This is an optimization exercise on Yosys and OpenROAD, whose aim is small area, not a production implementation. In this exercise RTL edits were held to simulation tests only and were not proved equivalent to the original. No driver is modelled on the clock port, so clocking that relies on it looks cheaper here than on a real chip. No activity file was given, so power comes from the tool's default toggle rates.

===== flow/flow/run.sh =====
#!/bin/bash
set -euo pipefail
bash standard.sh "BUFFER_PORTS_ARGS=-buffer_cell sky130_fd_sc_hd__buf_1" \
  "CTS_ARGS=-sink_clustering_enable -repair_clock_nets -buf_list {sky130_fd_sc_hd__clkbuf_4} -sink_clustering_size 10 -sink_clustering_max_diameter 40 -dont_use_dummy_load" \
  "POST_CTS_TCL=$PWD/flow/post_cts.tcl" \
  finish > flow_make.log 2>&1

===== flow/design.v =====
`timescale 1ns/1ps
`default_nettype none
module adq_regs_top (
    input  wire                                clk_i,
    input  wire                                rst_i,
    input  wire [15-1:0]              paddr_i,
    input  wire                                psel_i,
    input  wire                                penable_i,
    input  wire                                pwrite_i,
    input  wire [16-1:0]              pwdata_i,
    output wire [16-1:0]              prdata_o,
    output wire                                pready_o,
    output wire                                pslverr_o,
    input  wire [8*16-1:0]   user_status_i,
    output wire [8*16-1:0]  user_ctrl_o,
    output wire [8-1:0]              user_strobe_o,
    output wire [36-1:0]                   sys_o,
    output wire [2*64-1:0]  cal_o,
    output wire [3-1:0]                idelay_o
);
    localparam int DW = 16;
    localparam int NW       = 23;
    localparam int W_CTRL   = 0;
    localparam int W_SKIP   = 8;
    localparam int W_IDELAY = 9;
    localparam int W_AFE    = 10;
    localparam int W_DECIM  = 11;
    localparam int W_LED    = 12;
    localparam int W_PD     = 13;
    localparam int W_DF     = 14;
    localparam int W_CAL    = 15;    
    function automatic logic [15-1:0] waddr(int w);
        case (w)
            W_SKIP:   waddr = 15'h2AA0;
            W_IDELAY: waddr = 15'h2AA1;
            W_AFE:    waddr = 15'h2AA2;
            W_DECIM:  waddr = 15'h2AA3;
            W_LED:    waddr = 15'h2AAA;
            W_PD:     waddr = 15'h2AAB;
            W_DF:     waddr = 15'h2AAC;
            15:       waddr = 15'h2AB0;
            16:       waddr = 15'h2AB0 + 1;
            17:       waddr = 15'h2AC0;
            18:       waddr = 15'h2AC0 + 1;
            19:       waddr = 15'h2AD0;
            20:       waddr = 15'h2AD0 + 1;
            21:       waddr = 15'h2AD2;
            22:       waddr = 15'h2AD2 + 1;
            default:  waddr = 15'h0030 + w[14:0];
        endcase
    endfunction
    function automatic int wwidth(int w);
        case (w)
            W_IDELAY: wwidth = 3;
            W_AFE:    wwidth = 4;
            W_DECIM:  wwidth = 9;
            W_LED:    wwidth = 3;
            W_PD:     wwidth = 2;
            W_DF:     wwidth = 2;
            default:  wwidth = DW;
        endcase
    endfunction
    function automatic logic [DW-1:0] wreset(int w);
        case (w)
            15, 16:  wreset = 16'sd1024;
            17, 18:  wreset = 16'sd0;
            19, 20:  wreset = 16'sd8191;
            21, 22:  wreset = (-16'sd8192);
            default: wreset = '0;
        endcase
    endfunction
    logic setup_q;
    logic done;
    logic wr;
    always_ff @(posedge clk_i) begin
        setup_q <= psel_i && !penable_i && !rst_i;
    end
    assign done = psel_i && penable_i && !setup_q && !rst_i;
    assign wr   = done && pwrite_i;
    logic [NW-1:0] hit;
    logic [3:0]    hit_ver;
    logic [7:0]    hit_status;
    logic          mapped;
    logic          read_only;
    logic [2:0] blk;
    logic [7:0] grp;
    logic [7:0] idx;
    assign blk[0] = paddr_i[14:6] == 9'h000;    
    assign blk[1] = paddr_i[14:6] == 9'h0AA;    
    assign blk[2] = paddr_i[14:6] == 9'h0AB;    
    always_comb begin
        for (int k = 0; k < 8; k++) begin
            grp[k] = paddr_i[5:3] == k;
            idx[k] = paddr_i[2:0] == k;
        end
    end
    function automatic int wblk(logic [15-1:0] a);
        wblk = (a[14:6] == 9'h000) ? 0 : (a[14:6] == 9'h0AA) ? 1 : 2;
    endfunction
    always_comb begin
        for (int w = 0; w < NW; w++) begin
            hit[w] = blk[wblk(waddr(w))] & grp[waddr(w) >> 3 & 7] & idx[waddr(w) & 7];
        end
        for (int v = 0; v < 4; v++) begin
            hit_ver[v] = blk[0] & grp[0] & idx[v];
        end
        for (int s = 0; s < 8; s++) begin
            hit_status[s] = blk[0] & grp[4] & idx[s];
        end
    end
    assign read_only = |hit_ver || |hit_status;
    assign mapped    = |hit || read_only;
    assign pready_o  = done;
    assign pslverr_o = done && (!mapped || (pwrite_i && read_only));
    logic [NW-1:0]    we;
    logic [NW-1:0]    hold;
    logic [NW*DW-1:0] word_flat;
    logic [NW*DW-1:0] word_next;
    logic [DW-1:0]    word_q [NW];
    assign we     = {NW{wr}} & hit;
    assign hold   = ~(we | {NW{rst_i}});
    adq_word_next u_word_next (
        .set_i   (we),
        .hold_i  (hold),
        .rst_i   (rst_i),
        .data_i  (pwdata_i),
        .q_i     (word_flat),
        .d_o     (word_next)
    );
    for (genvar w = 0; w < NW; w++) begin : g_word
        localparam int WW = wwidth(w);
        for (genvar b = 0; b < DW; b++) begin : g_bit
            if (b < WW) begin : g_used
                logic q;
                always_ff @(posedge clk_i) begin
                    q <= word_next[w*DW + b];
                end
                assign word_q[w][b] = q;
            end else begin : g_unused
                assign word_q[w][b] = 1'b0;
            end
        end
        assign word_flat[w*DW +: DW] = word_q[w];
    end
    for (genvar i = 0; i < 8; i++) begin : g_ctrl_out
        assign user_ctrl_o[i*DW +: DW] = word_q[W_CTRL + i];
    end
    assign sys_o = {word_q[W_SKIP],
                    word_q[W_AFE][4-1:0],
                    word_q[W_DECIM][9-1:0],
                    word_q[W_LED][3-1:0],
                    word_q[W_PD][2-1:0],
                    word_q[W_DF][2-1:0]};
    for (genvar ch = 0; ch < 2; ch++) begin : g_cal_out
        assign cal_o[ch*64 +: 64] = {word_q[W_CAL + ch],
                                                       word_q[W_CAL + 2 + ch],
                                                       word_q[W_CAL + 4 + ch],
                                                       word_q[W_CAL + 6 + ch]};
    end
    logic [8-1:0] strobe_q;
    always_ff @(posedge clk_i) begin
        strobe_q <= we[W_CTRL +: 8];
    end
    assign user_strobe_o = strobe_q;
    logic [DW-1:0] rd_mux;
    logic [DW-1:0] rdata_q;
    logic          cap;
    assign cap = !penable_i;
    adq_rd_mux u_rd_mux (
        .sel_ver_i    (hit_ver & {4{cap}}),
        .sel_status_i (hit_status & {8{cap}}),
        .sel_word_i   (hit & {NW{cap}}),
        .status_i     (user_status_i),
        .word_i       (word_flat),
        .hold_i       (penable_i),
        .q_i          (rdata_q),
        .rd_o         (rd_mux)
    );
    always_ff @(posedge clk_i) begin
        rdata_q <= rd_mux;
    end
    assign prdata_o = rdata_q;
    logic       rise;
    logic       rise1_q;
    logic       rise2_q;
    logic       load_q;
    logic [1:0] tap_q;
    logic       tap_load;
    assign rise = we[W_IDELAY] && pwdata_i[2] && !word_q[W_IDELAY][2];
    assign tap_load = rise2_q || rst_i;
    always_ff @(posedge clk_i) begin
        rise1_q <= rise;
        rise2_q <= rise1_q;
        load_q  <= rise2_q && !rst_i;
        if (tap_load) begin
            tap_q <= word_q[W_IDELAY][1:0] & {2{!rst_i}};
        end
    end
    assign idelay_o = {load_q, tap_q};
endmodule
module adq_rd_mux (
    input  wire [4-1:0]            sel_ver_i,
    input  wire [8-1:0]             sel_status_i,
    input  wire [22:0]                       sel_word_i,
    input  wire [8*16-1:0] status_i,
    input  wire [23*16-1:0]         word_i,
    input  wire                              hold_i,
    input  wire [16-1:0]            q_i,
    output wire [16-1:0]            rd_o
);
    wire [10:0] t0_n;
    adq_aoi222 u_t0_0 (.s_i({hold_i, sel_status_i[0], sel_status_i[1]}), .d_i({q_i[0], status_i[0], status_i[16]}), .y_no(t0_n[0]));
    adq_aoi222 u_t0_1 (.s_i({sel_status_i[2], sel_status_i[3], sel_status_i[4]}), .d_i({status_i[32], status_i[48], status_i[64]}), .y_no(t0_n[1]));
    adq_aoi222 u_t0_2 (.s_i({sel_status_i[5], sel_status_i[6], sel_status_i[7]}), .d_i({status_i[80], status_i[96], status_i[112]}), .y_no(t0_n[2]));
    adq_aoi222 u_t0_3 (.s_i({sel_word_i[0], sel_word_i[1], sel_word_i[2]}), .d_i({word_i[0], word_i[16], word_i[32]}), .y_no(t0_n[3]));
    adq_aoi222 u_t0_4 (.s_i({sel_word_i[3], sel_word_i[4], sel_word_i[5]}), .d_i({word_i[48], word_i[64], word_i[80]}), .y_no(t0_n[4]));
    adq_aoi222 u_t0_5 (.s_i({sel_word_i[6], sel_word_i[7], sel_word_i[8]}), .d_i({word_i[96], word_i[112], word_i[128]}), .y_no(t0_n[5]));
    adq_aoi222 u_t0_6 (.s_i({sel_word_i[9], sel_word_i[10], sel_word_i[11]}), .d_i({word_i[144], word_i[160], word_i[176]}), .y_no(t0_n[6]));
    adq_aoi222 u_t0_7 (.s_i({sel_word_i[12], sel_word_i[13], sel_word_i[14]}), .d_i({word_i[192], word_i[208], word_i[224]}), .y_no(t0_n[7]));
    adq_aoi222 u_t0_8 (.s_i({sel_word_i[15], sel_word_i[16], sel_word_i[17]}), .d_i({word_i[240], word_i[256], word_i[272]}), .y_no(t0_n[8]));
    adq_aoi222 u_t0_9 (.s_i({sel_word_i[18], sel_word_i[19], sel_word_i[20]}), .d_i({word_i[288], word_i[304], word_i[320]}), .y_no(t0_n[9]));
    assign t0_n[10] = ~((sel_word_i[21] & word_i[336]) | (sel_word_i[22] & word_i[352]));
    assign rd_o[0] = ~&t0_n | sel_ver_i[0] | sel_ver_i[1];
    wire [10:0] t1_n;
    adq_aoi222 u_t1_0 (.s_i({hold_i, sel_status_i[0], sel_status_i[1]}), .d_i({q_i[1], status_i[1], status_i[17]}), .y_no(t1_n[0]));
    adq_aoi222 u_t1_1 (.s_i({sel_status_i[2], sel_status_i[3], sel_status_i[4]}), .d_i({status_i[33], status_i[49], status_i[65]}), .y_no(t1_n[1]));
    adq_aoi222 u_t1_2 (.s_i({sel_status_i[5], sel_status_i[6], sel_status_i[7]}), .d_i({status_i[81], status_i[97], status_i[113]}), .y_no(t1_n[2]));
    adq_aoi222 u_t1_3 (.s_i({sel_word_i[0], sel_word_i[1], sel_word_i[2]}), .d_i({word_i[1], word_i[17], word_i[33]}), .y_no(t1_n[3]));
    adq_aoi222 u_t1_4 (.s_i({sel_word_i[3], sel_word_i[4], sel_word_i[5]}), .d_i({word_i[49], word_i[65], word_i[81]}), .y_no(t1_n[4]));
    adq_aoi222 u_t1_5 (.s_i({sel_word_i[6], sel_word_i[7], sel_word_i[8]}), .d_i({word_i[97], word_i[113], word_i[129]}), .y_no(t1_n[5]));
    adq_aoi222 u_t1_6 (.s_i({sel_word_i[9], sel_word_i[10], sel_word_i[11]}), .d_i({word_i[145], word_i[161], word_i[177]}), .y_no(t1_n[6]));
    adq_aoi222 u_t1_7 (.s_i({sel_word_i[12], sel_word_i[13], sel_word_i[14]}), .d_i({word_i[193], word_i[209], word_i[225]}), .y_no(t1_n[7]));
    adq_aoi222 u_t1_8 (.s_i({sel_word_i[15], sel_word_i[16], sel_word_i[17]}), .d_i({word_i[241], word_i[257], word_i[273]}), .y_no(t1_n[8]));
    adq_aoi222 u_t1_9 (.s_i({sel_word_i[18], sel_word_i[19], sel_word_i[20]}), .d_i({word_i[289], word_i[305], word_i[321]}), .y_no(t1_n[9]));
    assign t1_n[10] = ~((sel_word_i[21] & word_i[337]) | (sel_word_i[22] & word_i[353]));
    assign rd_o[1] = ~&t1_n | sel_ver_i[1];
    wire [9:0] t2_n;
    adq_aoi222 u_t2_0 (.s_i({hold_i, sel_status_i[0], sel_status_i[1]}), .d_i({q_i[2], status_i[2], status_i[18]}), .y_no(t2_n[0]));
    adq_aoi222 u_t2_1 (.s_i({sel_status_i[2], sel_status_i[3], sel_status_i[4]}), .d_i({status_i[34], status_i[50], status_i[66]}), .y_no(t2_n[1]));
    adq_aoi222 u_t2_2 (.s_i({sel_status_i[5], sel_status_i[6], sel_status_i[7]}), .d_i({status_i[82], status_i[98], status_i[114]}), .y_no(t2_n[2]));
    adq_aoi222 u_t2_3 (.s_i({sel_word_i[0], sel_word_i[1], sel_word_i[2]}), .d_i({word_i[2], word_i[18], word_i[34]}), .y_no(t2_n[3]));
    adq_aoi222 u_t2_4 (.s_i({sel_word_i[3], sel_word_i[4], sel_word_i[5]}), .d_i({word_i[50], word_i[66], word_i[82]}), .y_no(t2_n[4]));
    adq_aoi222 u_t2_5 (.s_i({sel_word_i[6], sel_word_i[7], sel_word_i[8]}), .d_i({word_i[98], word_i[114], word_i[130]}), .y_no(t2_n[5]));
    adq_aoi222 u_t2_6 (.s_i({sel_word_i[9], sel_word_i[10], sel_word_i[11]}), .d_i({word_i[146], word_i[162], word_i[178]}), .y_no(t2_n[6]));
    adq_aoi222 u_t2_7 (.s_i({sel_word_i[12], sel_word_i[15], sel_word_i[16]}), .d_i({word_i[194], word_i[242], word_i[258]}), .y_no(t2_n[7]));
    adq_aoi222 u_t2_8 (.s_i({sel_word_i[17], sel_word_i[18], sel_word_i[19]}), .d_i({word_i[274], word_i[290], word_i[306]}), .y_no(t2_n[8]));
    adq_aoi222 u_t2_9 (.s_i({sel_word_i[20], sel_word_i[21], sel_word_i[22]}), .d_i({word_i[322], word_i[338], word_i[354]}), .y_no(t2_n[9]));
    assign rd_o[2] = ~&t2_n;
    wire [9:0] t3_n;
    adq_aoi222 u_t3_0 (.s_i({hold_i, sel_status_i[0], sel_status_i[1]}), .d_i({q_i[3], status_i[3], status_i[19]}), .y_no(t3_n[0]));
    adq_aoi222 u_t3_1 (.s_i({sel_status_i[2], sel_status_i[3], sel_status_i[4]}), .d_i({status_i[35], status_i[51], status_i[67]}), .y_no(t3_n[1]));
    adq_aoi222 u_t3_2 (.s_i({sel_status_i[5], sel_status_i[6], sel_status_i[7]}), .d_i({status_i[83], status_i[99], status_i[115]}), .y_no(t3_n[2]));
    adq_aoi222 u_t3_3 (.s_i({sel_word_i[0], sel_word_i[1], sel_word_i[2]}), .d_i({word_i[3], word_i[19], word_i[35]}), .y_no(t3_n[3]));
    adq_aoi222 u_t3_4 (.s_i({sel_word_i[3], sel_word_i[4], sel_word_i[5]}), .d_i({word_i[51], word_i[67], word_i[83]}), .y_no(t3_n[4]));
    adq_aoi222 u_t3_5 (.s_i({sel_word_i[6], sel_word_i[7], sel_word_i[8]}), .d_i({word_i[99], word_i[115], word_i[131]}), .y_no(t3_n[5]));
    adq_aoi222 u_t3_6 (.s_i({sel_word_i[10], sel_word_i[11], sel_word_i[15]}), .d_i({word_i[163], word_i[179], word_i[243]}), .y_no(t3_n[6]));
    adq_aoi222 u_t3_7 (.s_i({sel_word_i[16], sel_word_i[17], sel_word_i[18]}), .d_i({word_i[259], word_i[275], word_i[291]}), .y_no(t3_n[7]));
    adq_aoi222 u_t3_8 (.s_i({sel_word_i[19], sel_word_i[20], sel_word_i[21]}), .d_i({word_i[307], word_i[323], word_i[339]}), .y_no(t3_n[8]));
    assign t3_n[9] = ~(sel_word_i[22] & word_i[355]);
    assign rd_o[3] = ~&t3_n;
    wire [8:0] t4_n;
    adq_aoi222 u_t4_0 (.s_i({hold_i, sel_status_i[0], sel_status_i[1]}), .d_i({q_i[4], status_i[4], status_i[20]}), .y_no(t4_n[0]));
    adq_aoi222 u_t4_1 (.s_i({sel_status_i[2], sel_status_i[3], sel_status_i[4]}), .d_i({status_i[36], status_i[52], status_i[68]}), .y_no(t4_n[1]));
    adq_aoi222 u_t4_2 (.s_i({sel_status_i[5], sel_status_i[6], sel_status_i[7]}), .d_i({status_i[84], status_i[100], status_i[116]}), .y_no(t4_n[2]));
    adq_aoi222 u_t4_3 (.s_i({sel_word_i[0], sel_word_i[1], sel_word_i[2]}), .d_i({word_i[4], word_i[20], word_i[36]}), .y_no(t4_n[3]));
    adq_aoi222 u_t4_4 (.s_i({sel_word_i[3], sel_word_i[4], sel_word_i[5]}), .d_i({word_i[52], word_i[68], word_i[84]}), .y_no(t4_n[4]));
    adq_aoi222 u_t4_5 (.s_i({sel_word_i[6], sel_word_i[7], sel_word_i[8]}), .d_i({word_i[100], word_i[116], word_i[132]}), .y_no(t4_n[5]));
    adq_aoi222 u_t4_6 (.s_i({sel_word_i[11], sel_word_i[15], sel_word_i[16]}), .d_i({word_i[180], word_i[244], word_i[260]}), .y_no(t4_n[6]));
    adq_aoi222 u_t4_7 (.s_i({sel_word_i[17], sel_word_i[18], sel_word_i[19]}), .d_i({word_i[276], word_i[292], word_i[308]}), .y_no(t4_n[7]));
    adq_aoi222 u_t4_8 (.s_i({sel_word_i[20], sel_word_i[21], sel_word_i[22]}), .d_i({word_i[324], word_i[340], word_i[356]}), .y_no(t4_n[8]));
    assign rd_o[4] = ~&t4_n;
    wire [8:0] t5_n;
    adq_aoi222 u_t5_0 (.s_i({hold_i, sel_status_i[0], sel_status_i[1]}), .d_i({q_i[5], status_i[5], status_i[21]}), .y_no(t5_n[0]));
    adq_aoi222 u_t5_1 (.s_i({sel_status_i[2], sel_status_i[3], sel_status_i[4]}), .d_i({status_i[37], status_i[53], status_i[69]}), .y_no(t5_n[1]));
    adq_aoi222 u_t5_2 (.s_i({sel_status_i[5], sel_status_i[6], sel_status_i[7]}), .d_i({status_i[85], status_i[101], status_i[117]}), .y_no(t5_n[2]));
    adq_aoi222 u_t5_3 (.s_i({sel_word_i[0], sel_word_i[1], sel_word_i[2]}), .d_i({word_i[5], word_i[21], word_i[37]}), .y_no(t5_n[3]));
    adq_aoi222 u_t5_4 (.s_i({sel_word_i[3], sel_word_i[4], sel_word_i[5]}), .d_i({word_i[53], word_i[69], word_i[85]}), .y_no(t5_n[4]));
    adq_aoi222 u_t5_5 (.s_i({sel_word_i[6], sel_word_i[7], sel_word_i[8]}), .d_i({word_i[101], word_i[117], word_i[133]}), .y_no(t5_n[5]));
    adq_aoi222 u_t5_6 (.s_i({sel_word_i[11], sel_word_i[15], sel_word_i[16]}), .d_i({word_i[181], word_i[245], word_i[261]}), .y_no(t5_n[6]));
    adq_aoi222 u_t5_7 (.s_i({sel_word_i[17], sel_word_i[18], sel_word_i[19]}), .d_i({word_i[277], word_i[293], word_i[309]}), .y_no(t5_n[7]));
    adq_aoi222 u_t5_8 (.s_i({sel_word_i[20], sel_word_i[21], sel_word_i[22]}), .d_i({word_i[325], word_i[341], word_i[357]}), .y_no(t5_n[8]));
    assign rd_o[5] = ~&t5_n;
    wire [8:0] t6_n;
    adq_aoi222 u_t6_0 (.s_i({hold_i, sel_status_i[0], sel_status_i[1]}), .d_i({q_i[6], status_i[6], status_i[22]}), .y_no(t6_n[0]));
    adq_aoi222 u_t6_1 (.s_i({sel_status_i[2], sel_status_i[3], sel_status_i[4]}), .d_i({status_i[38], status_i[54], status_i[70]}), .y_no(t6_n[1]));
    adq_aoi222 u_t6_2 (.s_i({sel_status_i[5], sel_status_i[6], sel_status_i[7]}), .d_i({status_i[86], status_i[102], status_i[118]}), .y_no(t6_n[2]));
    adq_aoi222 u_t6_3 (.s_i({sel_word_i[0], sel_word_i[1], sel_word_i[2]}), .d_i({word_i[6], word_i[22], word_i[38]}), .y_no(t6_n[3]));
    adq_aoi222 u_t6_4 (.s_i({sel_word_i[3], sel_word_i[4], sel_word_i[5]}), .d_i({word_i[54], word_i[70], word_i[86]}), .y_no(t6_n[4]));
    adq_aoi222 u_t6_5 (.s_i({sel_word_i[6], sel_word_i[7], sel_word_i[8]}), .d_i({word_i[102], word_i[118], word_i[134]}), .y_no(t6_n[5]));
    adq_aoi222 u_t6_6 (.s_i({sel_word_i[11], sel_word_i[15], sel_word_i[16]}), .d_i({word_i[182], word_i[246], word_i[262]}), .y_no(t6_n[6]));
    adq_aoi222 u_t6_7 (.s_i({sel_word_i[17], sel_word_i[18], sel_word_i[19]}), .d_i({word_i[278], word_i[294], word_i[310]}), .y_no(t6_n[7]));
    adq_aoi222 u_t6_8 (.s_i({sel_word_i[20], sel_word_i[21], sel_word_i[22]}), .d_i({word_i[326], word_i[342], word_i[358]}), .y_no(t6_n[8]));
    assign rd_o[6] = ~&t6_n;
    wire [8:0] t7_n;
    adq_aoi222 u_t7_0 (.s_i({hold_i, sel_status_i[0], sel_status_i[1]}), .d_i({q_i[7], status_i[7], status_i[23]}), .y_no(t7_n[0]));
    adq_aoi222 u_t7_1 (.s_i({sel_status_i[2], sel_status_i[3], sel_status_i[4]}), .d_i({status_i[39], status_i[55], status_i[71]}), .y_no(t7_n[1]));
    adq_aoi222 u_t7_2 (.s_i({sel_status_i[5], sel_status_i[6], sel_status_i[7]}), .d_i({status_i[87], status_i[103], status_i[119]}), .y_no(t7_n[2]));
    adq_aoi222 u_t7_3 (.s_i({sel_word_i[0], sel_word_i[1], sel_word_i[2]}), .d_i({word_i[7], word_i[23], word_i[39]}), .y_no(t7_n[3]));
    adq_aoi222 u_t7_4 (.s_i({sel_word_i[3], sel_word_i[4], sel_word_i[5]}), .d_i({word_i[55], word_i[71], word_i[87]}), .y_no(t7_n[4]));
    adq_aoi222 u_t7_5 (.s_i({sel_word_i[6], sel_word_i[7], sel_word_i[8]}), .d_i({word_i[103], word_i[119], word_i[135]}), .y_no(t7_n[5]));
    adq_aoi222 u_t7_6 (.s_i({sel_word_i[11], sel_word_i[15], sel_word_i[16]}), .d_i({word_i[183], word_i[247], word_i[263]}), .y_no(t7_n[6]));
    adq_aoi222 u_t7_7 (.s_i({sel_word_i[17], sel_word_i[18], sel_word_i[19]}), .d_i({word_i[279], word_i[295], word_i[311]}), .y_no(t7_n[7]));
    adq_aoi222 u_t7_8 (.s_i({sel_word_i[20], sel_word_i[21], sel_word_i[22]}), .d_i({word_i[327], word_i[343], word_i[359]}), .y_no(t7_n[8]));
    assign rd_o[7] = ~&t7_n | sel_ver_i[1];
    wire [8:0] t8_n;
    adq_aoi222 u_t8_0 (.s_i({hold_i, sel_status_i[0], sel_status_i[1]}), .d_i({q_i[8], status_i[8], status_i[24]}), .y_no(t8_n[0]));
    adq_aoi222 u_t8_1 (.s_i({sel_status_i[2], sel_status_i[3], sel_status_i[4]}), .d_i({status_i[40], status_i[56], status_i[72]}), .y_no(t8_n[1]));
    adq_aoi222 u_t8_2 (.s_i({sel_status_i[5], sel_status_i[6], sel_status_i[7]}), .d_i({status_i[88], status_i[104], status_i[120]}), .y_no(t8_n[2]));
    adq_aoi222 u_t8_3 (.s_i({sel_word_i[0], sel_word_i[1], sel_word_i[2]}), .d_i({word_i[8], word_i[24], word_i[40]}), .y_no(t8_n[3]));
    adq_aoi222 u_t8_4 (.s_i({sel_word_i[3], sel_word_i[4], sel_word_i[5]}), .d_i({word_i[56], word_i[72], word_i[88]}), .y_no(t8_n[4]));
    adq_aoi222 u_t8_5 (.s_i({sel_word_i[6], sel_word_i[7], sel_word_i[8]}), .d_i({word_i[104], word_i[120], word_i[136]}), .y_no(t8_n[5]));
    adq_aoi222 u_t8_6 (.s_i({sel_word_i[11], sel_word_i[15], sel_word_i[16]}), .d_i({word_i[184], word_i[248], word_i[264]}), .y_no(t8_n[6]));
    adq_aoi222 u_t8_7 (.s_i({sel_word_i[17], sel_word_i[18], sel_word_i[19]}), .d_i({word_i[280], word_i[296], word_i[312]}), .y_no(t8_n[7]));
    adq_aoi222 u_t8_8 (.s_i({sel_word_i[20], sel_word_i[21], sel_word_i[22]}), .d_i({word_i[328], word_i[344], word_i[360]}), .y_no(t8_n[8]));
    assign rd_o[8] = ~&t8_n | sel_ver_i[0] | sel_ver_i[3];
    wire [8:0] t9_n;
    adq_aoi222 u_t9_0 (.s_i({hold_i, sel_status_i[0], sel_status_i[1]}), .d_i({q_i[9], status_i[9], status_i[25]}), .y_no(t9_n[0]));
    adq_aoi222 u_t9_1 (.s_i({sel_status_i[2], sel_status_i[3], sel_status_i[4]}), .d_i({status_i[41], status_i[57], status_i[73]}), .y_no(t9_n[1]));
    adq_aoi222 u_t9_2 (.s_i({sel_status_i[5], sel_status_i[6], sel_status_i[7]}), .d_i({status_i[89], status_i[105], status_i[121]}), .y_no(t9_n[2]));
    adq_aoi222 u_t9_3 (.s_i({sel_word_i[0], sel_word_i[1], sel_word_i[2]}), .d_i({word_i[9], word_i[25], word_i[41]}), .y_no(t9_n[3]));
    adq_aoi222 u_t9_4 (.s_i({sel_word_i[3], sel_word_i[4], sel_word_i[5]}), .d_i({word_i[57], word_i[73], word_i[89]}), .y_no(t9_n[4]));
    adq_aoi222 u_t9_5 (.s_i({sel_word_i[6], sel_word_i[7], sel_word_i[8]}), .d_i({word_i[105], word_i[121], word_i[137]}), .y_no(t9_n[5]));
    adq_aoi222 u_t9_6 (.s_i({sel_word_i[15], sel_word_i[16], sel_word_i[17]}), .d_i({word_i[249], word_i[265], word_i[281]}), .y_no(t9_n[6]));
    adq_aoi222 u_t9_7 (.s_i({sel_word_i[18], sel_word_i[19], sel_word_i[20]}), .d_i({word_i[297], word_i[313], word_i[329]}), .y_no(t9_n[7]));
    assign t9_n[8] = ~((sel_word_i[21] & word_i[345]) | (sel_word_i[22] & word_i[361]));
    assign rd_o[9] = ~&t9_n | sel_ver_i[0];
    wire [8:0] t10_n;
    adq_aoi222 u_t10_0 (.s_i({hold_i, sel_status_i[0], sel_status_i[1]}), .d_i({q_i[10], status_i[10], status_i[26]}), .y_no(t10_n[0]));
    adq_aoi222 u_t10_1 (.s_i({sel_status_i[2], sel_status_i[3], sel_status_i[4]}), .d_i({status_i[42], status_i[58], status_i[74]}), .y_no(t10_n[1]));
    adq_aoi222 u_t10_2 (.s_i({sel_status_i[5], sel_status_i[6], sel_status_i[7]}), .d_i({status_i[90], status_i[106], status_i[122]}), .y_no(t10_n[2]));
    adq_aoi222 u_t10_3 (.s_i({sel_word_i[0], sel_word_i[1], sel_word_i[2]}), .d_i({word_i[10], word_i[26], word_i[42]}), .y_no(t10_n[3]));
    adq_aoi222 u_t10_4 (.s_i({sel_word_i[3], sel_word_i[4], sel_word_i[5]}), .d_i({word_i[58], word_i[74], word_i[90]}), .y_no(t10_n[4]));
    adq_aoi222 u_t10_5 (.s_i({sel_word_i[6], sel_word_i[7], sel_word_i[8]}), .d_i({word_i[106], word_i[122], word_i[138]}), .y_no(t10_n[5]));
    adq_aoi222 u_t10_6 (.s_i({sel_word_i[15], sel_word_i[16], sel_word_i[17]}), .d_i({word_i[250], word_i[266], word_i[282]}), .y_no(t10_n[6]));
    adq_aoi222 u_t10_7 (.s_i({sel_word_i[18], sel_word_i[19], sel_word_i[20]}), .d_i({word_i[298], word_i[314], word_i[330]}), .y_no(t10_n[7]));
    assign t10_n[8] = ~((sel_word_i[21] & word_i[346]) | (sel_word_i[22] & word_i[362]));
    assign rd_o[10] = ~&t10_n | sel_ver_i[0] | sel_ver_i[1] | sel_ver_i[3];
    wire [8:0] t11_n;
    adq_aoi222 u_t11_0 (.s_i({hold_i, sel_status_i[0], sel_status_i[1]}), .d_i({q_i[11], status_i[11], status_i[27]}), .y_no(t11_n[0]));
    adq_aoi222 u_t11_1 (.s_i({sel_status_i[2], sel_status_i[3], sel_status_i[4]}), .d_i({status_i[43], status_i[59], status_i[75]}), .y_no(t11_n[1]));
    adq_aoi222 u_t11_2 (.s_i({sel_status_i[5], sel_status_i[6], sel_status_i[7]}), .d_i({status_i[91], status_i[107], status_i[123]}), .y_no(t11_n[2]));
    adq_aoi222 u_t11_3 (.s_i({sel_word_i[0], sel_word_i[1], sel_word_i[2]}), .d_i({word_i[11], word_i[27], word_i[43]}), .y_no(t11_n[3]));
    adq_aoi222 u_t11_4 (.s_i({sel_word_i[3], sel_word_i[4], sel_word_i[5]}), .d_i({word_i[59], word_i[75], word_i[91]}), .y_no(t11_n[4]));
    adq_aoi222 u_t11_5 (.s_i({sel_word_i[6], sel_word_i[7], sel_word_i[8]}), .d_i({word_i[107], word_i[123], word_i[139]}), .y_no(t11_n[5]));
    adq_aoi222 u_t11_6 (.s_i({sel_word_i[15], sel_word_i[16], sel_word_i[17]}), .d_i({word_i[251], word_i[267], word_i[283]}), .y_no(t11_n[6]));
    adq_aoi222 u_t11_7 (.s_i({sel_word_i[18], sel_word_i[19], sel_word_i[20]}), .d_i({word_i[299], word_i[315], word_i[331]}), .y_no(t11_n[7]));
    assign t11_n[8] = ~((sel_word_i[21] & word_i[347]) | (sel_word_i[22] & word_i[363]));
    assign rd_o[11] = ~&t11_n;
    wire [8:0] t12_n;
    adq_aoi222 u_t12_0 (.s_i({hold_i, sel_status_i[0], sel_status_i[1]}), .d_i({q_i[12], status_i[12], status_i[28]}), .y_no(t12_n[0]));
    adq_aoi222 u_t12_1 (.s_i({sel_status_i[2], sel_status_i[3], sel_status_i[4]}), .d_i({status_i[44], status_i[60], status_i[76]}), .y_no(t12_n[1]));
    adq_aoi222 u_t12_2 (.s_i({sel_status_i[5], sel_status_i[6], sel_status_i[7]}), .d_i({status_i[92], status_i[108], status_i[124]}), .y_no(t12_n[2]));
    adq_aoi222 u_t12_3 (.s_i({sel_word_i[0], sel_word_i[1], sel_word_i[2]}), .d_i({word_i[12], word_i[28], word_i[44]}), .y_no(t12_n[3]));
    adq_aoi222 u_t12_4 (.s_i({sel_word_i[3], sel_word_i[4], sel_word_i[5]}), .d_i({word_i[60], word_i[76], word_i[92]}), .y_no(t12_n[4]));
    adq_aoi222 u_t12_5 (.s_i({sel_word_i[6], sel_word_i[7], sel_word_i[8]}), .d_i({word_i[108], word_i[124], word_i[140]}), .y_no(t12_n[5]));
    adq_aoi222 u_t12_6 (.s_i({sel_word_i[15], sel_word_i[16], sel_word_i[17]}), .d_i({word_i[252], word_i[268], word_i[284]}), .y_no(t12_n[6]));
    adq_aoi222 u_t12_7 (.s_i({sel_word_i[18], sel_word_i[19], sel_word_i[20]}), .d_i({word_i[300], word_i[316], word_i[332]}), .y_no(t12_n[7]));
    assign t12_n[8] = ~((sel_word_i[21] & word_i[348]) | (sel_word_i[22] & word_i[364]));
    assign rd_o[12] = ~&t12_n;
    wire [8:0] t13_n;
    adq_aoi222 u_t13_0 (.s_i({hold_i, sel_status_i[0], sel_status_i[1]}), .d_i({q_i[13], status_i[13], status_i[29]}), .y_no(t13_n[0]));
    adq_aoi222 u_t13_1 (.s_i({sel_status_i[2], sel_status_i[3], sel_status_i[4]}), .d_i({status_i[45], status_i[61], status_i[77]}), .y_no(t13_n[1]));
    adq_aoi222 u_t13_2 (.s_i({sel_status_i[5], sel_status_i[6], sel_status_i[7]}), .d_i({status_i[93], status_i[109], status_i[125]}), .y_no(t13_n[2]));
    adq_aoi222 u_t13_3 (.s_i({sel_word_i[0], sel_word_i[1], sel_word_i[2]}), .d_i({word_i[13], word_i[29], word_i[45]}), .y_no(t13_n[3]));
    adq_aoi222 u_t13_4 (.s_i({sel_word_i[3], sel_word_i[4], sel_word_i[5]}), .d_i({word_i[61], word_i[77], word_i[93]}), .y_no(t13_n[4]));
    adq_aoi222 u_t13_5 (.s_i({sel_word_i[6], sel_word_i[7], sel_word_i[8]}), .d_i({word_i[109], word_i[125], word_i[141]}), .y_no(t13_n[5]));
    adq_aoi222 u_t13_6 (.s_i({sel_word_i[15], sel_word_i[16], sel_word_i[17]}), .d_i({word_i[253], word_i[269], word_i[285]}), .y_no(t13_n[6]));
    adq_aoi222 u_t13_7 (.s_i({sel_word_i[18], sel_word_i[19], sel_word_i[20]}), .d_i({word_i[301], word_i[317], word_i[333]}), .y_no(t13_n[7]));
    assign t13_n[8] = ~((sel_word_i[21] & word_i[349]) | (sel_word_i[22] & word_i[365]));
    assign rd_o[13] = ~&t13_n | sel_ver_i[3];
    wire [8:0] t14_n;
    adq_aoi222 u_t14_0 (.s_i({hold_i, sel_status_i[0], sel_status_i[1]}), .d_i({q_i[14], status_i[14], status_i[30]}), .y_no(t14_n[0]));
    adq_aoi222 u_t14_1 (.s_i({sel_status_i[2], sel_status_i[3], sel_status_i[4]}), .d_i({status_i[46], status_i[62], status_i[78]}), .y_no(t14_n[1]));
    adq_aoi222 u_t14_2 (.s_i({sel_status_i[5], sel_status_i[6], sel_status_i[7]}), .d_i({status_i[94], status_i[110], status_i[126]}), .y_no(t14_n[2]));
    adq_aoi222 u_t14_3 (.s_i({sel_word_i[0], sel_word_i[1], sel_word_i[2]}), .d_i({word_i[14], word_i[30], word_i[46]}), .y_no(t14_n[3]));
    adq_aoi222 u_t14_4 (.s_i({sel_word_i[3], sel_word_i[4], sel_word_i[5]}), .d_i({word_i[62], word_i[78], word_i[94]}), .y_no(t14_n[4]));
    adq_aoi222 u_t14_5 (.s_i({sel_word_i[6], sel_word_i[7], sel_word_i[8]}), .d_i({word_i[110], word_i[126], word_i[142]}), .y_no(t14_n[5]));
    adq_aoi222 u_t14_6 (.s_i({sel_word_i[15], sel_word_i[16], sel_word_i[17]}), .d_i({word_i[254], word_i[270], word_i[286]}), .y_no(t14_n[6]));
    adq_aoi222 u_t14_7 (.s_i({sel_word_i[18], sel_word_i[19], sel_word_i[20]}), .d_i({word_i[302], word_i[318], word_i[334]}), .y_no(t14_n[7]));
    assign t14_n[8] = ~((sel_word_i[21] & word_i[350]) | (sel_word_i[22] & word_i[366]));
    assign rd_o[14] = ~&t14_n | sel_ver_i[1];
    wire [8:0] t15_n;
    adq_aoi222 u_t15_0 (.s_i({hold_i, sel_status_i[0], sel_status_i[1]}), .d_i({q_i[15], status_i[15], status_i[31]}), .y_no(t15_n[0]));
    adq_aoi222 u_t15_1 (.s_i({sel_status_i[2], sel_status_i[3], sel_status_i[4]}), .d_i({status_i[47], status_i[63], status_i[79]}), .y_no(t15_n[1]));
    adq_aoi222 u_t15_2 (.s_i({sel_status_i[5], sel_status_i[6], sel_status_i[7]}), .d_i({status_i[95], status_i[111], status_i[127]}), .y_no(t15_n[2]));
    adq_aoi222 u_t15_3 (.s_i({sel_word_i[0], sel_word_i[1], sel_word_i[2]}), .d_i({word_i[15], word_i[31], word_i[47]}), .y_no(t15_n[3]));
    adq_aoi222 u_t15_4 (.s_i({sel_word_i[3], sel_word_i[4], sel_word_i[5]}), .d_i({word_i[63], word_i[79], word_i[95]}), .y_no(t15_n[4]));
    adq_aoi222 u_t15_5 (.s_i({sel_word_i[6], sel_word_i[7], sel_word_i[8]}), .d_i({word_i[111], word_i[127], word_i[143]}), .y_no(t15_n[5]));
    adq_aoi222 u_t15_6 (.s_i({sel_word_i[15], sel_word_i[16], sel_word_i[17]}), .d_i({word_i[255], word_i[271], word_i[287]}), .y_no(t15_n[6]));
    adq_aoi222 u_t15_7 (.s_i({sel_word_i[18], sel_word_i[19], sel_word_i[20]}), .d_i({word_i[303], word_i[319], word_i[335]}), .y_no(t15_n[7]));
    assign t15_n[8] = ~((sel_word_i[21] & word_i[351]) | (sel_word_i[22] & word_i[367]));
    assign rd_o[15] = ~&t15_n | sel_ver_i[3];
endmodule
module adq_aoi222 (
    input  wire [2:0] s_i,
    input  wire [2:0] d_i,
    output wire       y_no
);
    assign y_no = ~|(s_i & d_i);
endmodule
module adq_word_next (
    input  wire [22:0]                 set_i,
    input  wire [22:0]                 hold_i,
    input  wire                        rst_i,
    input  wire [16-1:0]      data_i,
    input  wire [23*16-1:0]   q_i,
    output logic [23*16-1:0]  d_o
);
    localparam int DW = 16;
    function automatic logic [DW-1:0] wreset(int w);
        case (w)
            15, 16:  wreset = 16'sd1024;
            17, 18:  wreset = 16'sd0;
            19, 20:  wreset = 16'sd8191;
            21, 22:  wreset = (-16'sd8192);
            default: wreset = '0;
        endcase
    endfunction
    function automatic int wwidth(int w);
        case (w)
            9:       wwidth = 3;
            10:      wwidth = 4;
            11:      wwidth = 9;
            12:      wwidth = 3;
            13:      wwidth = 2;
            14:      wwidth = 2;
            default: wwidth = DW;
        endcase
    endfunction
    always_comb begin
        d_o = '0;
        for (int w = 0; w < 23; w++) begin
            for (int b = 0; b < DW; b++) begin
                if (b >= wwidth(w)) begin
                end else if (wreset(w) & (1 << b)) begin
                    d_o[w*DW + b] = (set_i[w] & data_i[b]) | (hold_i[w] & q_i[w*DW + b]) | rst_i;
                end else begin
                    d_o[w*DW + b] = (set_i[w] & data_i[b]) | (hold_i[w] & q_i[w*DW + b]);
                end
            end
        end
    end
endmodule
`default_nettype wire

===== flow/config.mk =====
export PLATFORM = sky130hd
export DESIGN_NAME = adq_regs_top
export DESIGN_NICKNAME = adq_regs_top
export VERILOG_FILES = /design/flow/design.v
export SDC_FILE = /design/flow/constraint.sdc
export NUM_CORES = 4
export LEC_CHECK = 0
export CAP_MARGIN = 20
export CORE_MARGIN = 2
export CORE_UTILIZATION = 65
export PLACE_DENSITY = 0.8
export SLEW_MARGIN = 20
export SYNTH_HIERARCHICAL = 1
export SYNTH_MINIMUM_KEEP_SIZE = 0

===== flow/standard.sh =====
#!/bin/bash
# synth_recipe.tcl (not shown) runs the flow's synth.tcl, then flattens the netlist and writes it again
# the make line also repeats each setting of config.mk as NAME=value (left out here)
make -C /OpenROAD-flow-scripts/flow DESIGN_CONFIG=/design/flow/config.mk WORK_HOME=/design/flow/orfs CLKGATE_MAP_FILE= SYNTH_SCRIPT=/design/flow/synth_recipe.tcl "${@:-finish}"

===== flow/flow/post_cts.tcl =====
estimate_parasitics -placement
set limit_ns 0.105
set drivers [dict create]
foreach pin [get_pins -hierarchical */CLK] {
  set worst 0.0
  foreach a {max} { foreach e {rise fall} {
    set s [get_property $pin slew_${a}_$e]
    if {[string is double -strict $s] && $s > $worst} { set worst $s }
  } }
  if {$worst > $limit_ns} {
    set net [get_nets -of_objects $pin]
    foreach dp [get_pins -of_objects $net -filter "direction==output"] {
      dict set drivers [get_full_name [get_cells -of_objects $dp]] 1
    }
  }
}
set next {sky130_fd_sc_hd__clkbuf_1 sky130_fd_sc_hd__clkbuf_2 sky130_fd_sc_hd__clkbuf_2 sky130_fd_sc_hd__clkbuf_4 sky130_fd_sc_hd__clkbuf_4 sky130_fd_sc_hd__clkbuf_8 sky130_fd_sc_hd__clkbuf_8 sky130_fd_sc_hd__clkbuf_16}
foreach name [dict keys $drivers] {
  set inst [get_cells $name]
  set master [get_property $inst ref_name]
  set i [lsearch -exact $next $master]
  if {$i >= 0 && $i + 1 < [llength $next] && $master ne "sky130_fd_sc_hd__clkbuf_16"} {
    set to [lindex $next [expr {$i + 1}]]
    if {$to eq $master} { set to [lindex $next [expr {$i + 2}]] }
    puts "post_cts: $name $master -> $to"
    replace_cell $inst $to
  }
}
detailed_placement
check_placement -verbose
estimate_parasitics -placement

===== flow/constraint.sdc =====
create_clock -name core_clock -period 5.0 [get_ports {clk_i}]
set_input_delay 1.0000 -clock core_clock [delete_from_list [all_inputs] [get_ports {clk_i}]]
set_output_delay 1.0000 -clock core_clock [all_outputs]
set_load 0.01 [all_outputs]

==> impl_results.md, run 1 <==
- Fmax achieved: 0.276 GHz
- CP max stage cell: nor2b_1
- Max-slew violation count: 0
- Placer Congestion: 1.02
- Initial Util: 66.6%
- Routed length per instance: 30.7 um
- Power per cell area: 279 nW/um^2
- Worst vdd ir: 0.000187 V
- Slew margin rel.: 19.1%
- Final hold vios: 0
- CTS tree: done
- Metal-1 WL: 21400 um
- Drt via density: 7.37
- Final min period: 3.63 ns
- Multi-input gate area: 5280 sq um
- Critical Path RT: 4.00 ns
- Cells along the critical path: buf_1, nor2b_1, o2111ai_1, a211oi_1, nor3_1, buf_1
- Synth-to-Final Area Change: 0.667%
- Syn avg cell area: 10.6 sq um
- CP arrival: 2.63 ns
- Yosys warns: 9
- Drt drc: 0
- Overall via count from detail_route: 13500
- Cell Area, Synth: 14600 sq um
- Port-buffer cells: 484
- Final WL: 56300 um
- NumNets Final: 1718
- Final Setup Violations: 0
- Slew @ Worst Pin: 1.21 ns
- Crit. End Element: output pin
- I/O pin count: 485
- Worst-path maximum fanout: 10
- Initial DRT Pass Iterations: 10
- Clk_skew: 0.0609 ns
- Clk slew on worst S/H paths: 0.10 ns
- Die X: 154 um
- Antenna Violating Nets Remaining: 0
- Critical Setup Path Class: in2out
- Crit path top cell by count: buf_1
- DP HPWL: 41700 um
- DIE AREA: 23700 sq um
- Startpoint type of the worst setup path: input port
- Maxcap violations: 0
- Post-route clock period utilization: 72.6%
- Unrepaired setup endpoints after global routing: false
- Sum Neg Setup Slack: 0 ns
- DP Worst Slack: 1.16 ns
- Largest net degree at the start of global routing: 63
- Hold WS: 0.344 ns
- First-pass GRT wire length: 81300 um
- Metal3 WL: 8580 um
- Vias in the first global route: 11900
- Slowest cell delay on critical path: 0.56 ns
- Layout cells sized above 1: 8.18%
- Clock Sinks: 325
- Sequential cell area: 6530 sq um
- Row count: 54
- Overall power: 0.00411 W
- Initial antenna violation count: 2
- Leak: 5.35 nW
- Layout fillers: 1834
- Gate count after technology mapping: 1385
- Die height: 154 um
- Post-route core utilization: 67.0%
- Worst Slack Setup Final: 1.37 ns
- Number of DRC markers in iteration 0: 3084
- Worst skew pair latency: 0.68 ns
- Status: complete, no violations
- Total Routing Usage GR: 45.1%
- Synthesized Nets: 1549
- Remaining Overflow, GRT: 0
- Top routing layer used: met5
- Routed wl met2: 23800 um
- Core Area: 22000 sq um
- HP Class: reg2reg
## critical path, delay by kind of cell
kind            cells  cell delay [ns]
simple gates        2             0.64
buf+inv             2             0.57
compound gates      2             0.41
## path summary, 6_finish.rpt
path         startpoint                       endpoint  slack, ns  cells past startpoint
max reg2reg     setup_q  g_word[20].g_bit[10].g_used.q       2.44                      8
min             rise1_q                        rise2_q       0.34                      0
max          paddr_i[1]                      pslverr_o       1.37                      6
min reg2reg     rise1_q                        rise2_q       0.34                      0
## routing by layer
layer  track usage [%]  up-vias
li1                  -     5505
met1              64.0     6407
met2              66.2     1438
met3              11.5      169
met4              17.2        2
met5                 0        -
## registers in the layout, indices dropped and copies added, names as in the netlist
name                   cells
g_word.g_bit.g_used.q    295
rdata_q                   16
strobe_q                   8
tap_q                      2
load_q                     1
rise1_q                    1
rise2_q                    1
setup_q                    1
## through the flow
step,instances,instance area (sq um)
final,1834,14700
after global routing,1834,14700
after detailed placement,1791,14400
after global placement,1790,14400
after floorplan,1385,14600
## power breakdown
part / switching [W] / total (W) / internal (W)
registers: 0.0000225 / 0.00263 / 0.00261
clock network: 0.000838 / 0.00123 / 0.000387
logic: 0.000179 / 0.000255 / 0.0000754
## layout by cell type, fill, tap and decap left out, drive strengths merged, types with 8 or more instances in the layout
cell	n
nand4b	11
a222oi	140
dfxtp	323
buf	534
a221o	34
a22o	270
nand2	13
nor3	8
or3	8
nand3	11
nand4	24
nor2	73
clkbuf	45
## layout make-up
class                      count  share of cell area [%]
sequential                   325                    44.3
inverter                       3                  0.0765
timing repair buffer         538                    15.2
antenna                        2                  0.0340
clock buffer                  41                    2.13
multi-input combinational    645                    35.9
tap                          280                    2.38
==> inputs of run 2 (changes only) <==
==> flow/flow/run.sh (replaced) <==
#!/bin/bash
# Layout: the standard ORFS flow (standard.sh, with its standard
# synthesis), with these changes to how the layout is made:
#  - port buffers use the smallest buffer cell (buf_1);
#  - during global placement, flow/pre_gpl.tcl keeps the timing-driven
#    repair to buf_1/buf_2 buffers (it upsizes drivers instead);
#  - CTS clusters up to 10 flip-flops per clkbuf_4 leaf buffer, no dummy loads;
set -euo pipefail
bash standard.sh "BUFFER_PORTS_ARGS=-buffer_cell sky130_fd_sc_hd__buf_1" \
  "PRE_GLOBAL_PLACE_TCL=$PWD/flow/pre_gpl.tcl" \
  "CTS_ARGS=-sink_clustering_enable -repair_clock_nets -buf_list {sky130_fd_sc_hd__clkbuf_4} -sink_clustering_size 10 -sink_clustering_max_diameter 40 -dont_use_dummy_load" \
  "POST_CTS_TCL=$PWD/flow/post_cts.tcl" \
  finish > flow_make.log 2>&1
==> flow/flow/pre_gpl.tcl (new file) <==
# Placement-time repair: buffer with buf_2 at most (upsizing drivers instead)
set_dont_use [get_lib_cells {sky130_fd_sc_hd__buf_4 sky130_fd_sc_hd__buf_6 sky130_fd_sc_hd__buf_8 sky130_fd_sc_hd__buf_12 sky130_fd_sc_hd__buf_16 sky130_fd_sc_hd__bufbuf_* sky130_fd_sc_hd__clkbuf_* sky130_fd_sc_hd__clkdlybuf* sky130_fd_sc_hd__dlygate* sky130_fd_sc_hd__dlymetal*}]
--- a/flow/config.mk
+++ b/flow/config.mk
@@ -9,4 +9,4 @@
 export CORE_MARGIN = 2
-export CORE_UTILIZATION = 65
-export PLACE_DENSITY = 0.8
+export CORE_UTILIZATION = 72
+export PLACE_DENSITY = 0.85
 export SLEW_MARGIN = 20
==> run 2 against run 1 <==
  * Fmax down 15%
  * Via count increased by 0.32%
  * Global-route usage increased by 2.1 points
  * Sequential power is essentially flat
  * Cell count down 0.55%
  * First-iteration DRC count down 1.0%
  * Non-clock buffer count fell by 3
  * Utilization grew 5.3 points
  * Synthesized area unchanged
  * Total power grew 0.48%
  * Clock skew grew 0.0034 ns
==> impl_results.md, run 2 <==
- Status: complete, no violations
- Initial Util: 72.7% (+6.1 points)
- Max reg flops: 295 (unchanged)
- Clock Sinks: 325 (unchanged)
- Clk slew on worst S/H paths: 0.11 ns (about the same)
- Placed Instances: 1778 (-0.73%)
- Final Cell Area: 14500 sq um (-1.2%)
- Crit. End Element: output pin
- CTS tree: done
- Core Area: 20100 sq um (-8.4%)
- CP arrival: 3.28 ns (+0.65 ns)
- Remaining Overflow, GRT: 0 (unchanged)
- Most common cell after layout, fill and taps aside: buf_1
- Unrepaired setup endpoints after global routing: false
- Sum Neg Setup Slack: 0 ns (unchanged)
- Cell family with most CP delay: simple AND/OR/NAND/NOR gates
- GR Util met1: 65.5% (+1.5 points)
- DIE AREA: 21500 sq um (-9.5%)
- Drt drc: 0 (unchanged)
- Reg2reg start: setup_q
- Global route hottest layer: met2
- Drt via density: 7.44 (+0.87%)
- Critical Path RT: 4.00 ns (about the same)
- Startpoint type of the worst setup path: input port
- Maxcap violations: 0 (unchanged)
- Leading cell types in the layout, fill and taps excluded: buf_1, dfxtp_1, a22o_1, a222oi_1, nor2_1
- Final WL: 54000 um (-4.2%)
- Port-buffer cells: 484 (unchanged)
- Hold WS: 0.362 ns (+0.0174 ns)
- Number of DRC markers in iteration 0: 3053 (-1.0%)
- Slew @ Worst Pin: 1.21 ns (-0.000658 ns)
- Post-route clock period utilization: 85.6% (+13 points)
- Grt met2 use: 71.5% (+5.4 points)
- Worst skew pair latency: 0.68 ns (about the same)
- Overall via count from detail_route: 13600 (+0.32%)
- Clk_skew: 0.0643 ns (+0.00338 ns)
- Grt met3 use: 14.0% (+2.5 points)
- Cell Area, Synth: 14600 sq um (unchanged)
- HP Class: reg2reg
- Final non-filler cell total: 1824 (-0.55%)
- Source of the worst hold timing path: rise1_q
- Initial DRT Pass Iterations: 13 (+3)
- DP Worst Slack: 0.753 ns (-0.406 ns)
- Syn avg cell area: 10.6 sq um (unchanged)
- Worst-path maximum fanout: 12 (+2)
- Crit path top cell by count: buf_1
- Layout cells sized above 1: 5.67% (-2.5 points)
- Initial antenna violation count: 4 (+2)
- Synth-to-Final Area Change: -0.565%
- Critical path buffers and inverters: 2 (unchanged)
- Synthesized Nets: 1549 (unchanged)
- Largest net degree at the start of global routing: 35 (-44%)
- Total Routing Usage GR: 47.2% (+2.1 points)
- Max-slew violation count: 0 (unchanged)
- Yosys warns: 9 (unchanged)
- Final hold vios: 0 (unchanged)
- Die height: 147 um (-4.9%)
- Final Setup Violations: 0 (unchanged)
- Slew margin rel.: 19.2% (+0.044 points)
- Placer Congestion: 1.01 (-0.77%)
- Power per cell area: 284 nW/um^2 (+1.7%)
- Antenna Violating Nets Remaining: 0 (unchanged)
- Gate count after technology mapping: 1385 (unchanged)
- Leak: 5.18 nW (-3.2%)
- Slowest cell delay on critical path: 0.95 ns (+0.39 ns)
- Top reg by flops: g_word.g_bit.g_used.q
- First-pass GRT wire length: 77300 um (-5.0%)
- Routed length per instance: 29.6 um (-3.6%)
- DP HPWL: 39800 um (-4.6%)
- Worst Slack Setup Final: 0.718 ns (-0.653 ns)
- Fmax achieved: 0.234 GHz (-15%)
- Final min period: 4.28 ns (+0.653 ns)
- Cells along the critical path: buf_1, nor4bb_1, o21ai_0, nor3_1, buf_1
- Post-DP Area: 14200 sq um (-1.4%)
- Row count: 52 (-3.7%)
- Critical Setup Path Class: in2out
- CP startpoint: penable_i
- Die X: 147 um (-4.9%)
- CP max stage cell: nor4bb_1
- NumNets Final: 1717 (-0.058%)
- I/O pin count: 485 (unchanged)
- Biggest regs: g_word.g_bit.g_used.q x295, rdata_q x16, strobe_q x8
- Worst vdd ir: 0.000269 V (+43%)
- Worst reg2reg setup slack: 1.88 ns (-0.56 ns)
- Vias in the first global route: 11700 (-1.8%)
==> run 2: area by class of cell <==
type | instances | area (sq um)
diodes | 3 | 7.51
clock buffers | 43 | 335
fillers | 1591 | 5560
inverters | 3 | 11.3
multi-input cells | 645 | 5290
flip-flops and latches | 325 | 6530
well taps | 270 | 338
repair buffers | 535 | 2030
==> run 2: path summary, 6_finish.rpt <==
check | endpoint | cells past startpoint
hold reg to reg | rise2_q | 0
setup reg to reg | g_word[18].g_bit[11].g_used.q | 5
setup / recovery | pslverr_o | 5
hold / removal | rise2_q | 0
==> run 2: layer usage <==
metal | wire [um] | vias up
li1 | - | 5509
met1 | 19200 | 6408
met2 | 23700 | 1461
met3 | 9140 | 182
met4 | 1990 | 4
met5 | 23 | -
==> run 2: stage by stage <==
| stage | power [W] | util, % |
|---|---|---|
| floorplan | 0.00284 | - |
| global placement | 0.00292 | 70.4 |
| detailed placement | 0.00292 | 70.6 |
| global route | 0.00423 | 72.3 |
| finish | 0.00413 | 72.3 |
==> run 2: power by group <==
part / switching (W) / leakage [nW] / total, W / internal, W
Combinational: 0.000178 / 2.35 / 0.000248 / 0.0000699
Sequential: 0.0000194 / 2.63 / 0.00263 / 0.00261
Clock: 0.000842 / 0.203 / 0.00125 / 0.000412
==> inputs of run 3 (changes only) <==
--- a/flow/config.mk
+++ b/flow/config.mk
@@ -9,4 +9,4 @@
 export CORE_MARGIN = 2
-export CORE_UTILIZATION = 72
-export PLACE_DENSITY = 0.85
+export CORE_UTILIZATION = 65
+export PLACE_DENSITY = 0.7
 export SLEW_MARGIN = 20
==> run 3 against run 2 <==
  * Worst setup slack better by 0.40 ns
  * Via count is 2.6% lower
  * Critical endpoint unchanged
  * Largest cell class unchanged
  * Fmax is 10% higher
  * Critical path type unchanged
  * Largest power group unchanged
  * Wire length is 1.8% higher
  * Total power is 0.19% higher
==> impl_results.md, run 3 <==
- Status: complete, no violations
- Top reg by flops: g_word.g_bit.g_used.q
- Worst-path maximum fanout: 10 (-2)
- Final Setup Violations: 0 (unchanged)
- Sum Neg Setup Slack: 0 ns (unchanged)
- Vias in the first global route: 11700 (-0.56%)
- Unrepaired setup endpoints after global routing: false
- Cell Area, Synth: 14600 sq um (unchanged)
- Drt drc: 0 (unchanged)
- Core Area: 22000 sq um (+9.2%)
- Antenna Violating Nets Remaining: 0 (unchanged)
- Fmax achieved: 0.258 GHz (+10%)
- Leak: 5.19 nW (about the same)
- Startpoint type of the worst setup path: input port
- Number of DRC markers in iteration 0: 2764 (-9.5%)
- Syn avg cell area: 10.6 sq um (unchanged)
- Placer Congestion: 1.02 (+1.2%)
- Yosys warns: 9 (unchanged)
- Clk_skew: 0.0853 ns (+0.0211 ns)
- Final WL: 54900 um (+1.8%)
- Final hold vios: 0 (unchanged)
- Final non-filler cell total: 1831 (+0.38%)
- CP arrival: 2.88 ns (-0.40 ns)
- Power per cell area: 284 nW/um^2 (about the same)
- Multi-input gate area: 5320 sq um (+0.50%)
- Critical Path RT: 4.00 ns (about the same)
- Slew margin rel.: 14.8% (-4.3 points)
- Routed length per instance: 30.0 um (+1.4%)
- Clock Sinks: 325 (unchanged)
- Remaining Overflow, GRT: 0 (unchanged)
- Crit. End Element: output pin
- Initial antenna violation count: 2 (-2)
- Max-slew violation count: 0 (unchanged)
- Row count: 54 (+3.8%)
- Initial Util: 66.6% (-6.1 points)
- DIE AREA: 23700 sq um (+10%)
- Layout fillers: 1892 (+19%)
- Gate count after technology mapping: 1385 (unchanged)
- I/O pin count: 485 (unchanged)
- Die height: 154 um (+5.1%)
- Initial DRT Pass Iterations: 7 (-6)
- Die X: 154 um (+5.1%)
- Most common cell after layout, fill and taps aside: buf_1
- Max reg flops: 295 (unchanged)
- Largest net degree at the start of global routing: 23 (-34%)
- Leading cell types in the layout, fill and taps excluded: buf_1, dfxtp_1, a22o_1, a222oi_1, nor2_1
- Drt via density: 7.22 (-2.9%)
- DP HPWL: 41700 um (+4.6%)
- Port-buffer cells: 484 (unchanged)
- Slew @ Worst Pin: 1.27 ns (+0.0605 ns)
- Worst Slack Setup Final: 1.12 ns (+0.399 ns)
- Placed Instances: 1788 (+0.56%)
- Synthesized Nets: 1549 (unchanged)
- Clk slew on worst S/H paths: 0.10 ns (about the same)
- NumNets Final: 1716 (-0.058%)
- DP Worst Slack: 0.868 ns (+0.114 ns)
- HP Class: reg2reg
- Maxcap violations: 0 (unchanged)
- Total Routing Usage GR: 43.5% (-3.6 points)
- Critical Setup Path Class: in2out
- Biggest regs: g_word.g_bit.g_used.q x295, rdata_q x16, strobe_q x8
- Layout cells sized above 1: 5.81% (+0.13 points)
- Hold WS: 0.320 ns (-0.0420 ns)
- Synth-to-Final Area Change: -0.359%
- CTS tree: done
- Overall via count from detail_route: 13200 (-2.6%)
- Worst reg2reg setup slack: 2.12 ns (+0.24 ns)
- Overall power: 0.00414 W (+0.19%)
- First-pass GRT wire length: 78700 um (+1.8%)
- Worst vdd ir: 0.000223 V (-17%)
- Post-route clock period utilization: 77.7% (-8.0 points)
- Sequential cell area: 6530 sq um (unchanged)
- Worst skew pair latency: 0.69 ns (about the same)
- Final min period: 3.88 ns (-0.399 ns)
run 3: final cells by class:
class	instances	area share, %
antenna	1	0.0172
clock buffer	42	2.34
inverter	3	0.0773
multi-input combinational	645	36.5
sequential	325	44.8
tap	280	2.40
timing repair buffer	535	13.9
run 3: worst max-delay path: stages:
cell      delay [ns]
buf_1           0.43
nor4bb_2        0.71
o21ai_0         0.26
nor3_1          0.28
buf_1           0.20
run 3: where the power goes:
part / total [W] / internal [W] / switching, W
Combinational: 0.000248 / 0.0000702 / 0.000178
Clock: 0.00126 / 0.000420 / 0.000843
Sequential: 0.00263 / 0.00261 / 0.0000184
Total: 0.00414 / 0.00310 / 0.00104
run 3: worst paths after layout:
check | from | to | depth (start not counted)
min reg2reg | rise1_q | rise2_q | 0
max reg2reg | setup_q | g_word[1].g_bit[6].g_used.q | 5
min | rise1_q | rise2_q | 0
max | penable_i | pslverr_o | 5
run 3: routing by layer:
metal	GRT usage, %	part of all wire (%)	vias up	wire, um
met3	11.8	14	152	7680
met2	65.6	43	1188	23600
li1	-	-	5484	-
met1	60.6	39	6391	21400
met4	14.5	4.1	0	2240
met5	0	0	-	0
run 3: stage by stage:
stage | utilization (%) | area (sq um)
2_1_floorplan | - | 14600
3_3_place_gp | 64.6 | 14200
3_5_place_dp | 64.7 | 14200
5_1_grt | 66.4 | 14600
6_report | 66.4 | 14600
==> inputs of run 4 (changes only) <==
--- a/flow/config.mk
+++ b/flow/config.mk
@@ -10,3 +10,4 @@
 export CORE_UTILIZATION = 65
-export PLACE_DENSITY = 0.7
+export GPL_ROUTABILITY_DRIVEN = 0
+export PLACE_DENSITY = 0.8
 export SLEW_MARGIN = 20
==> run 4 against run 3 <==
  * Still clean
  * Critical path depth unchanged
  * Synthesized cell count unchanged
  * Count of clock-buffer cells in the layout grew 1
  * Fmax fell by 10%
  * First-iteration DRC count increased by 3.4%
==> impl_results.md, run 4 <==
- Clk network pwr share: 30.0% (-0.5 points)
- I/O pin count: 485 (unchanged)
- Final WL: 54500 um (-0.70%)
- Routed length per instance: 29.7 um (-1.0%)
- Top reg by flops: g_word.g_bit.g_used.q
- Drt drc: 0 (unchanged)
- Synth-to-Final Area Change: -0.376% (about the same)
- Power share of the sequential group: 64.0% (+0.5 points)
- HP Class: reg2reg
- R2R depth: 5 (unchanged)
- Sw Pwr: 0.00102 W (-1.6%)
- Slew margin rel.: 20.1% (+5.3 points)
- Cell Area, Synth: 14600 sq um (unchanged)
- Critical path buffers and inverters: 2 (unchanged)
- Final Setup Violations: 0 (unchanged)
- Overall power: 0.00411 W (-0.79%)
- Drt via density: 7.36 (+2.0%)
- Gate count after technology mapping: 1385 (unchanged)
- Leak: 5.17 nW (-0.37%)
- Yosys warns: 9 (unchanged)
- Clk_skew: 0.0515 ns (-0.0338 ns)
- Biggest regs: g_word.g_bit.g_used.q x295, rdata_q x16, strobe_q x8
- Remaining Overflow, GRT: 0 (unchanged)
- Int Power: 0.00308 W (-0.54%)
- Total Routing Usage GR: 43.3% (-0.17 points)
- Layout fillers: 1845 (-2.5%)
- DP HPWL: 40300 um (-3.3%)
- Overall via count from detail_route: 13500 (+2.3%)
- CP arrival: 3.31 ns (+0.43 ns)
- Crit path top cell by count: buf_1
- Unrepaired setup endpoints after global routing: false
- Max reg flops: 295 (unchanged)
- Synthesized Nets: 1549 (unchanged)
- Hold depth: 0 (unchanged)
- Sum Neg Setup Slack: 0 ns (unchanged)
- Worst Slack Setup Final: 0.686 ns (-0.430 ns)
- Leading cell types in the layout, fill and taps excluded: buf_1, dfxtp_1, a22o_1, a222oi_1, nor2_1
- NumNets Final: 1721 (+0.29%)
- Layout cells sized above 1: 5.40% (-0.40 points)
- Worst vdd ir: 0.000190 V (-15%)
- Row count: 54 (unchanged)
- Slowest cell delay on critical path: 0.94 ns (+0.23 ns)
- Fmax achieved: 0.232 GHz (-10%)
- Core Area: 22000 sq um (unchanged)
- Initial Util: 66.6% (unchanged)
- Final min period: 4.31 ns (+0.430 ns)
- Final hold vios: 0 (unchanged)
- First-pass GRT wire length: 78800 um (+0.23%)
- Vias in the first global route: 12000 (+3.1%)
- CTS tree: done
- Critical Setup Path Class: in2out
- DIE AREA: 23700 sq um (unchanged)
- Cell family with most CP delay: simple AND/OR/NAND/NOR gates
- Logic pwr share: 6.0% (about the same)
- DP Worst Slack: 0.760 ns (-0.108 ns)
- Port-buffer cells: 484 (unchanged)
- Largest net degree at the start of global routing: 38 (+65%)
- CP max stage cell: nor4bb_1
- Power per cell area: 282 nW/um^2 (-0.77%)
- CP Depth: 5 (unchanged)
- Maxcap violations: 0 (unchanged)
- Net Sw Frac: 24.9% (-0.19 points)
- Die height: 154 um (unchanged)
- Number of DRC markers in iteration 0: 2857 (+3.4%)
- Crit. End Element: output pin
- Cells along the critical path: buf_1, nor4bb_1, o21ai_0, nor3_1, buf_1
- Syn avg cell area: 10.6 sq um (unchanged)
- Antenna Violating Nets Remaining: 0 (unchanged)
- Die X: 154 um (unchanged)
- Initial antenna violation count: 2 (unchanged)
- Status: complete, no violations
- Slew @ Worst Pin: 1.20 ns (-0.0749 ns)
- Post-route clock period utilization: 86.3% (+8.6 points)
- Critical Path RT: 4.00 ns (about the same)
- Max-slew violation count: 0 (unchanged)
- Clock Sinks: 325 (unchanged)
- Clk slew on worst S/H paths: 0.08 ns (-0.02 ns)
- Startpoint type of the worst setup path: input port
- Post-route core utilization: 66.3% (about the same)
- Most common cell after layout, fill and taps aside: buf_1
- Worst-path maximum fanout: 15 (+5)
- Initial DRT Pass Iterations: 11 (+4)
- Worst skew pair latency: 0.66 ns (-0.03 ns)
## run 4: area by class of cell
cell class	instances	area [sq um]	area share, %
multi-input cells	645	5310	36.4
inverters	3	11.3	0.0773
clock buffers	43	329	2.26
repair buffers	539	2040	14.0
flip-flops and latches	325	6530	44.8
diodes	2	5.00	0.0344
well taps	280	350	2.40
## run 4: layer usage
layer,GRT usage (%),vias up,wire length (um)
li1,-,5510,-
met1,60.5,6502,20600
met2,64.3,1320,23500
met3,12.4,185,8330
met4,15.4,0,2190
met5,0,-,0
## run 4: path summary, 6_finish.rpt
kind              from                           to  slack, ns
max          penable_i                    pslverr_o       0.69
min            rise1_q                      rise2_q       0.34
max reg2reg    setup_q  g_word[1].g_bit[4].g_used.q       1.77
min reg2reg    rise1_q                      rise2_q       0.34
## run 4: per-stage QoR
step                      hold slack (ns)  area, sq um  instances
after floorplan                     0.310        14600       1385
after global placement              0.313        14200       1791
after detailed placement            0.312        14200       1791
after global routing                0.367        14600       1837
final                               0.341        14600       1837
## run 4: power by group through the flow
stage | Combinational, W | Sequential, W | Clock, W
finish | 0.000248 | 0.00263 | 0.00123
detailed placement | 0.000237 | 0.00269 | 0
global placement | 0.000231 | 0.00269 | 0
global route | 0.000259 | 0.00263 | 0.00133
floorplan | 0.000158 | 0.00268 | 0

-- port drivers added, routing unchanged --
The results above use ideal ports. As a check the final layouts listed here were re-extracted and re-timed, cells and wires unchanged.
Step 1: set_driving_cell puts a clkbuf_16 on clk_i and a buf_2 on each other input, an assumption about the parent block.
Step 2 adds t to the input delays and takes it off the output delays; t is the mean of the earliest and latest rising clock arrival at the registers after step 1. Input paths then give back, and output paths get back, about the clock's delay inside the block.
Three values: no drivers, after step 1, after step 2; two values: the first two.
run	shift t [ns]	slack for setup (ns)	hold slack, ns	clock arrival spread, ns	cell pins on the clock port's net
run 1	0.701	1.371 / 1.346 / 1.111	0.344 / 0.344 / 0.344	0.074 / 0.074	1
run 2	0.694	0.718 / 0.671 / 0.671	0.362 / 0.362 / 0.362	0.072 / 0.072	1
run 3	0.698	1.117 / 1.091 / 0.685	0.320 / 0.320 / 0.320	0.095 / 0.096	1
run 4	0.683	0.686 / 0.624 / 0.469	0.341 / 0.341 / 0.341	0.055 / 0.054	1
After both steps setup and hold are still met in every run listed. For run 3, which loses most, drivers alone change the setup slack by -0.026 ns; drivers and shift together by -0.432 ns.
